Background: an optimization exercise with open tools, aiming at small area, a short achievable clock period and few clock cycles. Do not read the settings as production practice.
Only simulation tests tie the RTL to the original design; equivalence was not proved.
Power figures rest on the tool's default switching activity, not on a simulated workload.

$ cat config.mk
export PLATFORM = sky130hd
export DESIGN_NAME = rational_arithmetic_unit
export DESIGN_NICKNAME = rational_arithmetic_unit
export VERILOG_FILES = /design/flow/design.v
export SDC_FILE = /design/flow/constraint.sdc
export NUM_CORES = 4
export LEC_CHECK = 0
export CAP_MARGIN = 20
export CORE_MARGIN = 2
export CORE_UTILIZATION = 40
export SLEW_MARGIN = 20
$ cat constraint.sdc
create_clock -name core_clock -period 13.0 [get_ports {clock}]
set_input_delay 2.6000 -clock core_clock [delete_from_list [all_inputs] [get_ports {clock}]]
set_output_delay 2.6000 -clock core_clock [all_outputs]
set_load 0.01 [all_outputs]
$ cat design.v
`default_nettype none
package rau_pkg;
   typedef enum logic [1:0] {
      MODE_ADD = 2'd0,
      MODE_SUB = 2'd1,
      MODE_MUL = 2'd2,
      MODE_DIV = 2'd3
   } mode_type;
   typedef struct packed {
      mode_type           mode;
      logic signed [31:0] left_numerator;
      logic [30:0]        left_denominator;
      logic signed [31:0] right_numerator;
      logic [30:0]        right_denominator;
   } req_type;
   typedef struct packed {
      logic signed [63:0] whole_part;
      logic signed [31:0] frac_numerator;
      logic [62:0]        frac_denominator;
      logic               divide_by_zero;
   } rsp_type;
endpackage
`default_nettype wire
`default_nettype none
module rau_alu (
   input  wire [63:0] a,
   input  wire [63:0] b,
   input  wire        inv,
   input  wire        cin,
   output logic [63:0] y
);
   assign y = a + (b ^ {64{inv}}) + {63'd0, cin};
endmodule
`default_nettype wire
`default_nettype none
module rational_arithmetic_unit (
   input  wire                   clock,
   input  wire                   reset,
   input  wire                   req_valid,
   output logic                  req_ready,
   input  wire [127:0]           req_payload,
   output logic                  rsp_valid,
   input  wire                   rsp_ready,
   output logic [159:0]          rsp_payload
);
   rau_pkg::req_type req_p;
   assign req_p = req_payload;
   typedef enum logic [7:0] {
      S_IDLE  = 8'b0000_0001,
      S_MUL   = 8'b0000_0010,
      S_FIX   = 8'b0000_0100,
      S_GCD   = 8'b0000_1000,
      S_ALIGN = 8'b0001_0000,
      S_DIV   = 8'b0010_0000,
      S_FIN   = 8'b0100_0000,
      S_OUT   = 8'b1000_0000
   } state_type;
   state_type   state_ff, state_in;
   logic [63:0] u_ff, u_in, v_ff, v_in;
   logic [63:0] m11_ff, m11_in, m12_ff, m12_in, m21_ff, m21_in, m22_ff, m22_in;
   logic [5:0]  cnt_ff, cnt_in;
   logic        addsub_ff, addsub_in, sub_ff, sub_in, mul_ff, mul_in;
   logic        neg3_ff, neg3_in, neg_ff, neg_in, dbz_ff, dbz_in;
   logic [31:0] bx, by;
   logic        bx_ones, bx_last, by_last, b3;
   logic [63:0] t1, t2, t3, n_sum, d_sum;
   logic        c1, c2, c3;
   logic [63:0] uv_diff, vu_diff, m1_sum, m2_sum;
   logic        u_ge_v, u_eq_v;
   logic [1:0]  sh_u, sh_v, sh_d;
   logic        sat;
   logic [31:0] fnum;
   assign bx = m22_ff[63:32];
   assign by = m22_ff[31:0];
   always_comb begin
      bx_ones = mul_ff && (bx == 32'hFFFF_FFFF);
      t1 = (bx_ones || bx[0]) ? ((bx_ones || neg3_ff) ? ~m11_ff : m11_ff) : 64'd0;
      c1 = bx_ones || (bx[0] && neg3_ff);
      t2 = (addsub_ff && by[0]) ? (sub_ff ? ~m21_ff : m21_ff) : 64'd0;
      c2 = addsub_ff && by[0] && sub_ff;
      b3 = addsub_ff ? bx[0] : by[0];
      t3 = b3 ? (neg3_ff ? ~m12_ff : m12_ff) : 64'd0;
      c3 = b3 && neg3_ff;
      n_sum = u_ff + t1 + t2 + {63'd0, c1} + {63'd0, c2};
      d_sum = v_ff + t3 + {63'd0, c3};
      bx_last = bx_ones || (bx[31:1] == 31'd0);
      by_last = (by[31:1] == 31'd0);
   end
   rau_alu u_sub_uv (.a(u_ff), .b(v_ff), .inv(1'b1), .cin(1'b1), .y(uv_diff));
   rau_alu u_sub_vu (.a(v_ff), .b(u_ff), .inv(1'b1), .cin(1'b1), .y(vu_diff));
   rau_alu u_add_m1 (.a(m11_ff), .b(m12_ff), .inv(1'b0), .cin(state_ff == S_FIN), .y(m1_sum));
   rau_alu u_add_m2 (.a(m21_ff), .b(m22_ff), .inv(1'b0), .cin(1'b0), .y(m2_sum));
   always_comb begin
      u_ge_v = (u_ff >= v_ff);
      u_eq_v = (u_ff == v_ff);
      sh_u = u_ff[1] ? 2'd1 : 2'd2;
      sh_v = v_ff[1] ? 2'd1 : 2'd2;
      sh_d = (u_ff[1] ^ v_ff[1]) ? 2'd1 : 2'd2;
      sat  = (u_ff[62:31] != 32'd0);
      if (neg_ff) fnum = sat ? 32'h8000_0001 : vu_diff[31:0];
      else        fnum = sat ? 32'h7FFF_FFFF : u_ff[31:0];
   end
   always_comb begin
      state_in  = state_ff;
      u_in      = u_ff;
      v_in      = v_ff;
      m11_in    = m11_ff;
      m12_in    = m12_ff;
      m21_in    = m21_ff;
      m22_in    = m22_ff;
      cnt_in    = cnt_ff;
      addsub_in = addsub_ff;
      sub_in    = sub_ff;
      mul_in    = mul_ff;
      neg3_in   = neg3_ff;
      neg_in    = neg_ff;
      dbz_in    = dbz_ff;
      case (state_ff)
         S_IDLE: begin
            if (req_valid) begin
               addsub_in = !req_p.mode[1];
               sub_in    = (req_p.mode == rau_pkg::MODE_SUB);
               mul_in    = (req_p.mode == rau_pkg::MODE_MUL);
               neg3_in   = (req_p.mode == rau_pkg::MODE_DIV) && req_p.right_numerator[31];
               dbz_in    = (req_p.left_denominator == 31'd0) ||
                           (req_p.right_denominator == 31'd0) ||
                           (req_p.mode == rau_pkg::MODE_DIV && req_p.right_numerator == 32'd0);
               u_in   = 64'd0;
               v_in   = 64'd0;
               m11_in = 64'(signed'(req_p.left_numerator));
               m21_in = 64'(signed'(req_p.right_numerator));
               case (req_p.mode)
                  rau_pkg::MODE_MUL: m12_in = {33'd0, req_p.right_denominator};
                  rau_pkg::MODE_DIV: m12_in = 64'(signed'(req_p.right_numerator));
                  default:           m12_in = {33'd0, req_p.left_denominator};
               endcase
               m22_in = {(req_p.mode == rau_pkg::MODE_MUL) ? req_p.right_numerator
                                                            : {1'b0, req_p.right_denominator},
                         1'b0, req_p.left_denominator};
               state_in = S_MUL;
            end
         end
         S_MUL: begin
            u_in   = n_sum;
            v_in   = d_sum;
            m11_in = m11_ff << 1;
            m12_in = m12_ff << 1;
            m21_in = m21_ff << 1;
            m22_in = {bx_ones ? 32'd0 : (mul_ff ? {bx[31], bx[31:1]} : {1'b0, bx[31:1]}),
                      1'b0, by[31:1]};
            if (bx_last && by_last) begin
               state_in = S_FIX;
            end
         end
         S_FIX: begin
            neg_in = u_ff[63];
            u_in   = u_ff[63] ? (64'd0 - u_ff) : u_ff;
            m11_in = 64'd1;
            m12_in = 64'd0;
            m21_in = 64'd0;
            m22_in = 64'd1;
            cnt_in = 6'd0;
            if (dbz_ff) begin
               state_in = S_FIN;
            end else if (u_ff == 64'd0) begin
               m11_in   = 64'd0;
               state_in = S_GCD;
               u_in     = 64'd1;
               v_in     = 64'd1;
            end else begin
               state_in = S_GCD;
            end
         end
         S_GCD: begin
            if (!u_ff[0] && !v_ff[0]) begin
               if (!u_ff[1] && !v_ff[1]) begin
                  u_in = u_ff >> 2;
                  v_in = v_ff >> 2;
               end else begin
                  u_in = u_ff >> 1;
                  v_in = v_ff >> 1;
               end
            end else if (!u_ff[0]) begin
               u_in   = u_ff >> sh_u;
               m11_in = m11_ff << sh_u;
               m21_in = m21_ff << sh_u;
            end else if (!v_ff[0]) begin
               v_in   = v_ff >> sh_v;
               m12_in = m12_ff << sh_v;
               m22_in = m22_ff << sh_v;
            end else if (u_eq_v) begin
               u_in     = m1_sum;
               v_in     = m2_sum;
               m22_in   = m2_sum;
               m11_in   = '1;
               m12_in   = 64'd0;
               cnt_in   = 6'd0;
               state_in = S_ALIGN;
            end else if (u_ge_v) begin
               u_in   = uv_diff >> sh_d;
               m12_in = m1_sum;
               m11_in = m11_ff << sh_d;
               m22_in = m2_sum;
               m21_in = m21_ff << sh_d;
            end else begin
               v_in   = vu_diff >> sh_d;
               m11_in = m1_sum;
               m12_in = m12_ff << sh_d;
               m21_in = m2_sum;
               m22_in = m22_ff << sh_d;
            end
         end
         S_ALIGN: begin
            if (u_ge_v) begin
               v_in   = v_ff << 1;
               cnt_in = cnt_ff + 6'd1;
            end else if (cnt_ff == 6'd0) begin
               v_in     = 64'd0;
               state_in = S_FIN;
            end else begin
               v_in     = v_ff >> 1;
               state_in = S_DIV;
            end
         end
         S_DIV: begin
            if (u_ge_v) begin
               u_in = uv_diff;
            end
            m11_in = {m11_ff[62:0], !u_ge_v};
            cnt_in = cnt_ff - 6'd1;
            if (cnt_ff == 6'd1) begin
               v_in     = 64'd0;
               state_in = S_FIN;
            end else begin
               v_in = v_ff >> 1;
            end
         end
         S_FIN: begin
            if (dbz_ff) begin
               m11_in = 64'd0;
               m21_in = 64'd0;
               m22_in = 64'd0;
            end else begin
               m11_in = neg_ff ? m1_sum : ~m11_ff;
               m21_in = {32'd0, fnum};
            end
            state_in = S_OUT;
         end
         S_OUT: begin
            if (rsp_ready) begin
               state_in = S_IDLE;
            end
         end
         default: begin
            state_in = S_IDLE;
         end
      endcase
   end
   always_ff @(posedge clock) begin
      if (reset) begin
         state_ff <= S_IDLE;
      end else begin
         state_ff <= state_in;
      end
   end
   always_ff @(posedge clock) begin
      u_ff      <= u_in;
      v_ff      <= v_in;
      m11_ff    <= m11_in;
      m12_ff    <= m12_in;
      m21_ff    <= m21_in;
      m22_ff    <= m22_in;
      cnt_ff    <= cnt_in;
      addsub_ff <= addsub_in;
      sub_ff    <= sub_in;
      mul_ff    <= mul_in;
      neg3_ff   <= neg3_in;
      neg_ff    <= neg_in;
      dbz_ff    <= dbz_in;
   end
   assign req_ready   = (state_ff == S_IDLE);
   assign rsp_valid   = (state_ff == S_OUT);
   assign rsp_payload = {m11_ff, m21_ff[31:0], m22_ff[62:0], dbz_ff};
endmodule
`default_nettype wire
$ cat run.sh
#!/bin/bash
# synth_recipe.tcl (not shown) runs the flow's synth.tcl, then flattens the netlist and writes it again
# the make line also repeats each setting of config.mk as NAME=value (left out here)
make -C /OpenROAD-flow-scripts/flow DESIGN_CONFIG=/design/flow/config.mk WORK_HOME=/design/flow/orfs CLKGATE_MAP_FILE= SYNTH_SCRIPT=/design/flow/synth_recipe.tcl finish
==> summary.md <==
| Metric | Value |
|---|---|
| Setup-failing EPs final | 0 |
| Crit path launch type | flop |
| Initial DRT Pass Iterations | 10 |
| Share of cells above drive strength 1 | 6.041% |
| Fmax achieved | 133.7 MHz |
| Final HPWL DP | 298200 um |
| Max-Slew Margin vs Limit | 10.91% |
| Endpoint class of the critical path | flop |
| Hold path depth | 1 |
| Area growth, synth to finish | 9.162% |
| Crit path time final | 7481 ps |
| TritonCTS Buffers | 59 |
| CP max stage delay | 1110 ps |
| Pin count of the biggest net entering global routing | 142 |
| Length in cells of the worst reg-to-reg path | 18 |
| CTS sink count | 404 |
| DRC | 0 |
| Commonest non-fill, non-tap cells in the layout | 917 x a21oi_1, 902 x o21ai_0, 702 x nand2_1 |
| Hold path startpoint | cnt_ff[5] |
| Routed vias/inst | 7.092 |
| Post-cts resize count | 0 |
| Worst path most repeated cell | buf_4 |
| Mean post-synth cell area | 7.562 um2 |
| Crit path max fanout | 141 |
| Delay-heaviest family, CP | compound AO/OA/AOI/OAI gates |
| Grt ovf | 0 |
| Leading area contributor after synthesis | edfxtp_1 |
| RePlAce Congestion | 1.057 |
| I/O Buffers | 293 |
| 1st-iter DRT viols | 12.75k |
| Maxcap violations | 0 |
| GRT Util Overall | 44.39% |
| Most common cell after layout, fill and taps aside | a21oi_1 |
| Final wirelength | 389200 um |
| Initial Util | 40.27% |
| Seq/Total Area, Yosys | 18.41% |
| Antenna violations before repair | 30 |
| H-Tree Depth | 2 |
| Clk Latency, worst-skew pair | 740 ps |
| WP buf/inv | 6 |
| DR WL/cell | 36.54 um |
| WP data required | 13570 ps |
| Row cnt | 148 |
| Final Slew Violations | 0 |
| Yosys cell types | 85 |
| CTS hold repair buffers | 0 |
| Routed Antenna Nets | 0 |
| Clk Tree Root Cell | clkbuf_16 |
| Worst-Margin Slew | 1327 ps |
| Setup_tns | 0 ps |
| Largest cells by area after synthesis | edfxtp_1 18%, mux2i_1 7.7%, ha_1 7.3%, a21oi_1 7.0%, o21ai_0 6.9% |
| Ys Warns | 1 |
| Syn Nets | 9246 |
| Crit. path cell count | 18 |
| Crit. Startpoint | v_ff[1] |
| Worst Path Arrival | 8060 ps |
| DR vias | 75.55k |
| Max IR drop VDD | 0.1433 mV |
| WS Path Type | reg2reg |
| #FFs+latches synth | 404 |
| First-pass GRT wire length | 539700 um |
| PD cells | 202.5 nW/um2 |
| Syn Inst Count | 8658 |
| Final nets | 9002 |
| TritonCTS clock tree | built |
| Worst-path clk slew | 60 ps |
| I/O pin total | 294 |
| Die Footprint | 166900 um2 |
| Die height | 408.6 um |
| Setup slack after layout | 5520 ps |
| Core area | 162600 um2 |
| Reg2reg end | m12_ff[1] |
| Hold WC Path Type | reg2reg |
| Worst r2r src | v_ff[1] |
| RSZ-0062 raised after global routing | false |
| Clk_skew | 36.96 ps |
| Final Cycle Share | 57.54% |
| Post-synth EDFFs | 396 |
| Setup bufs post-CTS | 0 |
| FFs w/ async S/R, synth | 0% |
| Number of global-route vias before repair | 69.23k |
| CP max-delay cell | edfxtp_1 |
| Cell Chain, Critical Path | inv_1, fa_1, a21o_1, a311o_1, a31oi_1, buf_4, o221ai_1, o21ai_0, o211ai_1, buf_4, buf_12, buf_4, nor2_2, buf_4, nand2_1, o21ai_0, a22oi_1, o21ai_0 |
| Final Hold Vio Count | 0 |
| Most common flop cell mapped by yosys | edfxtp_1 |
| Clk buf depth | 3 |
| Post-place setup slack | 6035 ps |
| Outcome | no timing/DRC/antenna violations |
| Die X | 408.6 um |
| Worst Hold Path EP | cnt_ff[5] |
| Slack of the worst reg-to-reg path | 5520 ps |
| Synth top area share | 18.16% |
| Pleak | 27.16 nW |
| Mapped cell area | 65470 um2 |
==> power by group <==
group          switching (mW)  internal [mW]
Sequential              0.748           1.76
Clock                   0.778          0.905
Combinational            7.03           3.25
==> stage by stage <==
stage                     total power [mW]  area, um2  utilization, %  hold slack, ps  instances
after floorplan                      8.391      65470               -           455.0       8658
after global placement               12.19      69540           42.77           598.8      10528
after detailed placement             12.19      69570           42.79           615.7      10528
after CTS                            13.90      71390           43.91           623.3      10634
after global routing                 14.92      71420           43.93           634.0      10634
final                                14.47      71470           43.96           624.2      10653
==> synth_stat cells (all sizes together), types with 14 or more instances <==
cell type,instances
xnor2,472
a211oi,118
a222oi,86
a31oi,91
fa,72
a311oi,14
nor3,114
inv,235
a21boi,23
o22ai,86
a22oi,59
or2,19
a21oi,920
a221o,56
mux2i,502
and2,97
edfxtp,396
and3,38
a211o,22
a21o,181
nor4,68
or4,15
o211ai,135
xor2,139
buf,170
mux2,152
nand2,709
o21a,45
nor2b,54
o41ai,19
nor2,704
o21ai,911
a221oi,105
nand3,196
o221ai,113
o211a,20
nand2b,57
or3,30
nand4,136
o21bai,64
clkbuf,598
o31ai,57
ha,384
==> logic make-up (layout without fill, tap and decap cells) <==
logic type	Yosys count	count (layout)	synth area share, %
compound gates	3255	3255	31.47
buf+inv	1006	807	6.215
flops	404	404	18.41
other cells	0	19	0
xor+xnor	611	611	8.174
simple gates	2272	2272	15.90
fa+ha+maj	456	456	9.540
mux	654	654	10.29
==> worst max-delay path by stage <==
| stage | end |
|---|---|
| 2_1_floorplan | v_ff[10] |
| 3_3_place_gp | u_ff[61] |
| 3_5_place_dp | u_ff[61] |
| 4_1_cts | u_ff[61] |
| 5_1_grt | u_ff[61] |
| 6_report | m12_ff[1] |
==> registers in the layout, summed over array words and instances (netlist names), 6 cells and up <==
register / count
m21_ff: 64
cnt_ff: 6
m22_ff: 64
v_ff: 64
m12_ff: 64
state_ff: 8
m11_ff: 64
u_ff: 64
==> layer usage <==
metal	track usage (%)	share of wire (%)	wire length [um]	vias to the layer above
met2	61.19	39	153700	5696
met4	23.25	6.3	24460	32
met1	59.76	40	155500	36744
li1	-	-	-	32069
met5	0.4598	0.10	392	-
met3	16.21	14	55190	1006
==> final cells by class <==
| type | instances | area, um2 |
|---|---|---|
| fillers | 16786 | 91120 |
| multi-input cells | 7248 | 49660 |
| inverters | 238 | 894.6 |
| diodes | 19 | 47.55 |
| repair buffers | 463 | 4274 |
| well taps | 2175 | 2721 |
| clock buffers | 70 | 1560 |
| flip-flops and latches | 404 | 12050 |
| clock inverters | 36 | 257.7 |
Testbench counts, summed over its fixed seeds: cycles 69,930.

-- separate check: timing with driven ports --
Ports are ideal in the flow. The routed layout listed here was re-timed in OpenROAD. Step 1, drivers: a clkbuf_16 drives clock and a buf_2 each remaining input, both assumed. Step 2 adds t to the input delays and takes it off the output delays; t is the mean of the earliest and latest rising clock arrival at the registers after step 1. Input paths then give back, and output paths get back, about the clock's delay inside the block. a / b / c = no drivers / after step 1 / after step 2; a / b = the first two.
shift t [ns]: 0.811
slack for setup (ns): 5.520 / 5.519 / 5.519
worst hold slack (ns): 0.624 / 0.624 / 0.624
After both steps setup and hold are still met in this run. The setup slack of this run moves by -0.001 ns with the drivers and by -0.001 ns with both steps.
